Background: an optimization exercise with open tools, aiming at small area, a short achievable clock period and few clock cycles per item. Do not read the settings as production practice. The RTL was checked by simulation tests, not by an equivalence proof against the original design. Power figures rest on the tool's default switching activity, not on a simulated workload.

==> run a <==
==> flow/design.v (excerpt) <==
module fc_accum #(
  parameter int DATAW = 20,
  parameter int ADDRW = 12,
  parameter int FRAC  = 16,
  parameter int NUM   = 2048,
  parameter int RELU  = 1
) (
  input  logic             i_clk,
  input  logic             i_reset,
  input  logic             i_start,
  input  logic [DATAW-1:0] i_bias,
  output logic             o_busy,
  output logic             o_done,
  output logic             o_crd,
  output logic [ADDRW-1:0] o_caddr_rd,
  input  logic [DATAW-1:0] i_cdata_rd,
  output logic [ADDRW-1:0] o_waddr,
  input  logic [DATAW-1:0] i_wdata,
  output logic             o_cwr,
  output logic [2:0]       o_csel,
  output logic [ADDRW-1:0] o_caddr_wr,
  output logic [DATAW-1:0] o_cdata_wr
);
==> flow/config.mk <==
export PLATFORM = sky130hd
export DESIGN_NAME = fc_accum
export DESIGN_NICKNAME = fc_accum
export VERILOG_FILES = /design/flow/design.v
export SDC_FILE = /design/flow/constraint.sdc
export NUM_CORES = 4
export LEC_CHECK = 0
export CAP_MARGIN = 60
export CORE_MARGIN = 2
export CORE_UTILIZATION = 70
export CTS_CLUSTER_DIAMETER = 80
export CTS_CLUSTER_SIZE = 30
export PLACE_DENSITY = 0.85
export SLEW_MARGIN = 60
export SYNTH_HIERARCHICAL = 1
export SYNTH_MINIMUM_KEEP_SIZE = 0
==> flow/constraint.sdc <==
create_clock -name core_clock -period 12.5 [get_ports {i_clk}]
set_input_delay 2.5000 -clock core_clock [delete_from_list [all_inputs] [get_ports {i_clk}]]
set_output_delay 2.5000 -clock core_clock [all_outputs]
set_load 0.01 [all_outputs]
standard.sh (not shown) runs the stock make flow with config.mk's settings and CLKGATE_MAP_FILE= SYNTH_SCRIPT=/design/flow/synth_recipe.tcl, a recipe that flattens the netlist after the stock synthesis.
==> flow/flow/run.sh <==
#!/bin/bash
# The standard layout, with two changes:
#  - the port buffers are sky130_fd_sc_hd__buf_1 instead of the buffer that
#    buffer_ports picks by default (a delay cell, clkdlybuf4s50_1); the
#    resizer may upsize them as usual;
#  - repair_timing aims for 9 ns of setup slack.
# The clock period, the constraints and every other step are the standard ones.
set -euo pipefail
bash standard.sh "BUFFER_PORTS_ARGS=-buffer_cell sky130_fd_sc_hd__buf_1" SETUP_SLACK_MARGIN=9 finish > standard.log 2>&1
==> run b: changes against run a <==
--- a/flow/design.v
+++ b/flow/design.v
@@ -837,17 +837,16 @@
   assign blk4 = {1'b0, s_row[39:32]} + {1'b0, t_row[39:32]} + 9'(cy_q[4]);
   assign acc_d[39:32] = blk4[7:0];
   assign cy_d[5] = blk4[8];
   logic [11:0] blk5;
   assign blk5 = {1'b0, s_row[50:40]} + {1'b0, t_row[50:40]} + 12'(cy_q[5]);
   assign acc_d[50:40] = blk5[10:0];
   assign cy_d[0] = 1'b0;
-  logic r_idle;    
   always_ff @(posedge i_clk) begin
-    if (r_idle) begin
+    if (w_start & ~i_reset) begin
       acc_q <= {{(AW-36){i_bias[19]}}, i_bias, 1'b1, 15'd0};
       cy_q  <= '0;
     end else begin
       acc_q <= acc_d;
       cy_q  <= cy_d;
     end
   end
@@ -881,29 +880,27 @@
   always_ff @(posedge i_clk) begin
     if (i_reset) begin
       r_busy  <= 1'b0;
       r_done  <= 1'b0;
       r_crd   <= 1'b0;
       r_drain <= 1'b0;
       r_csel2 <= 1'b0;
-      r_idle  <= 1'b1;
       r_v1    <= 1'b0;
       v_q     <= 1'b0;
       v2_q    <= 1'b0;
       r_cnt   <= '0;
     end else begin
       r_v1    <= r_crd;
       v_q     <= r_v1;
       v2_q    <= v_q;
       r_busy  <= n_busy;
       r_done  <= n_done;
       r_crd   <= n_crd;
       r_drain <= n_drain;
       r_csel2 <= n_crd | n_done;
-      r_idle  <= ~n_busy;
       r_cnt   <= n_cnt;
     end
   end
   logic [19:0] r_res;
   always_ff @(posedge i_clk) begin
     if (acc_q[AW-1])              r_res <= '0;
     else if (|acc_q[AW-2:35])     r_res <= 20'h7FFFF;
==> flow/run.sh (new file) <==
#!/bin/bash
# synth_recipe.tcl (not shown) runs the flow's synth.tcl, then flattens the netlist and writes it again
# the make line also repeats each setting of config.mk as NAME=value (left out here)
make -C /OpenROAD-flow-scripts/flow DESIGN_CONFIG=/design/flow/config.mk WORK_HOME=/design/flow/orfs CLKGATE_MAP_FILE= SYNTH_SCRIPT=/design/flow/synth_recipe.tcl finish
==> flow/config.mk (replaced) <==
export PLATFORM = sky130hd
export DESIGN_NAME = fc_accum
export DESIGN_NICKNAME = fc_accum
export VERILOG_FILES = /design/flow/design.v
export SDC_FILE = /design/flow/constraint.sdc
export NUM_CORES = 4
export LEC_CHECK = 0
export CAP_MARGIN = 60
export CORE_MARGIN = 2
export CORE_UTILIZATION = 40
export PLACE_DENSITY = 0.6
export SLEW_MARGIN = 60
export SYNTH_HIERARCHICAL = 1
export SYNTH_MINIMUM_KEEP_SIZE = 0
removed: flow/flow/run.sh
removed: flow/standard.sh
==> run c: changes against run a <==
--- a/flow/design.v
+++ b/flow/design.v
@@ -837,17 +837,16 @@
   assign blk4 = {1'b0, s_row[39:32]} + {1'b0, t_row[39:32]} + 9'(cy_q[4]);
   assign acc_d[39:32] = blk4[7:0];
   assign cy_d[5] = blk4[8];
   logic [11:0] blk5;
   assign blk5 = {1'b0, s_row[50:40]} + {1'b0, t_row[50:40]} + 12'(cy_q[5]);
   assign acc_d[50:40] = blk5[10:0];
   assign cy_d[0] = 1'b0;
-  logic r_idle;    
   always_ff @(posedge i_clk) begin
-    if (r_idle) begin
+    if (w_start & ~i_reset) begin
       acc_q <= {{(AW-36){i_bias[19]}}, i_bias, 1'b1, 15'd0};
       cy_q  <= '0;
     end else begin
       acc_q <= acc_d;
       cy_q  <= cy_d;
     end
   end
@@ -881,29 +880,27 @@
   always_ff @(posedge i_clk) begin
     if (i_reset) begin
       r_busy  <= 1'b0;
       r_done  <= 1'b0;
       r_crd   <= 1'b0;
       r_drain <= 1'b0;
       r_csel2 <= 1'b0;
-      r_idle  <= 1'b1;
       r_v1    <= 1'b0;
       v_q     <= 1'b0;
       v2_q    <= 1'b0;
       r_cnt   <= '0;
     end else begin
       r_v1    <= r_crd;
       v_q     <= r_v1;
       v2_q    <= v_q;
       r_busy  <= n_busy;
       r_done  <= n_done;
       r_crd   <= n_crd;
       r_drain <= n_drain;
       r_csel2 <= n_crd | n_done;
-      r_idle  <= ~n_busy;
       r_cnt   <= n_cnt;
     end
   end
   logic [19:0] r_res;
   always_ff @(posedge i_clk) begin
     if (acc_q[AW-1])              r_res <= '0;
     else if (|acc_q[AW-2:35])     r_res <= 20'h7FFFF;
==> run notes <==
                                                                      run b             run c             run a
Largest stage delay, worst path                                     0.60 ns           0.39 ns           0.54 ns
Total instance count after detailed placement                          2100              1876              1851
Number of flip-flops and latches in the synthesized netlist             217               217               218
Sequential-to-total area share from yosys stat                       0.2649            0.2649            0.2673
Pre-CTS setup slack                                                7.944 ns          8.045 ns          8.327 ns
Required time of the critical path                                 10.00 ns          10.00 ns          12.88 ns
Status                                     no timing/DRC/antenna violations  no timing/DRC/antenna violations  no timing/DRC/antenna violations
Vias per Instance                                                     5.466             6.441             6.507
Clock tree buffer count of the final layout                              31                15                16
Antenna cell count                                                        0                 1                 0
Fraction of power consumed by combinational cells                     0.382             0.439             0.381
Worst Setup Slack, final                                           8.361 ns          8.986 ns          8.960 ns
Worst r2r src                                                d_q[8]$_DFF_P_  one_q[7]$_DFF_P_  one_q[2]$_DFF_P_
Met1 Usage GRT                                                       0.2775            0.4550            0.4421
Switching share of power                                             0.3419            0.3885            0.3619
Testbench counts of run a, summed over its fixed seeds: cycles 263,062, items 128.
Testbench counts of run b, summed over its fixed seeds: cycles 263,062, items 128.
Testbench counts of run c, summed over its fixed seeds: cycles 263,062, items 128.

separate check: timing with driven ports:
No port has a modelled driver above. Below, the same layouts with a new extraction and two added sets of constraints.
Step 1: set_driving_cell puts a clkbuf_16 on i_clk and a buf_2 on each other input, an assumption about the parent block.
Step 2 times the ports against the registers' clock, not the clock port: input delays grow and output delays shrink by t, the midpoint of the rising clock arrivals with the driver on.
Slacks: ideal / step 1 / step 2; pairs: ideal / step 1.
run	t (ns)	slack for setup (ns)	worst hold slack (ns)	worst slew at a driven data input, ns	cell pins on the clock port's net
run a	0.536	8.960 / 8.954 / 8.720	0.529 / 0.529 / 0.529	0.04	1
run b	0.589	8.361 / 8.306 / 7.904	0.500 / 0.500 / 0.500	0.06	1
run c	0.532	8.986 / 8.937 / 8.546	0.532 / 0.532 / 0.532	0.04	1
After both steps every run listed still meets setup and hold. The setup slack of run b, which loses most, moves by -0.055 ns with the drivers and by -0.457 ns with both steps.
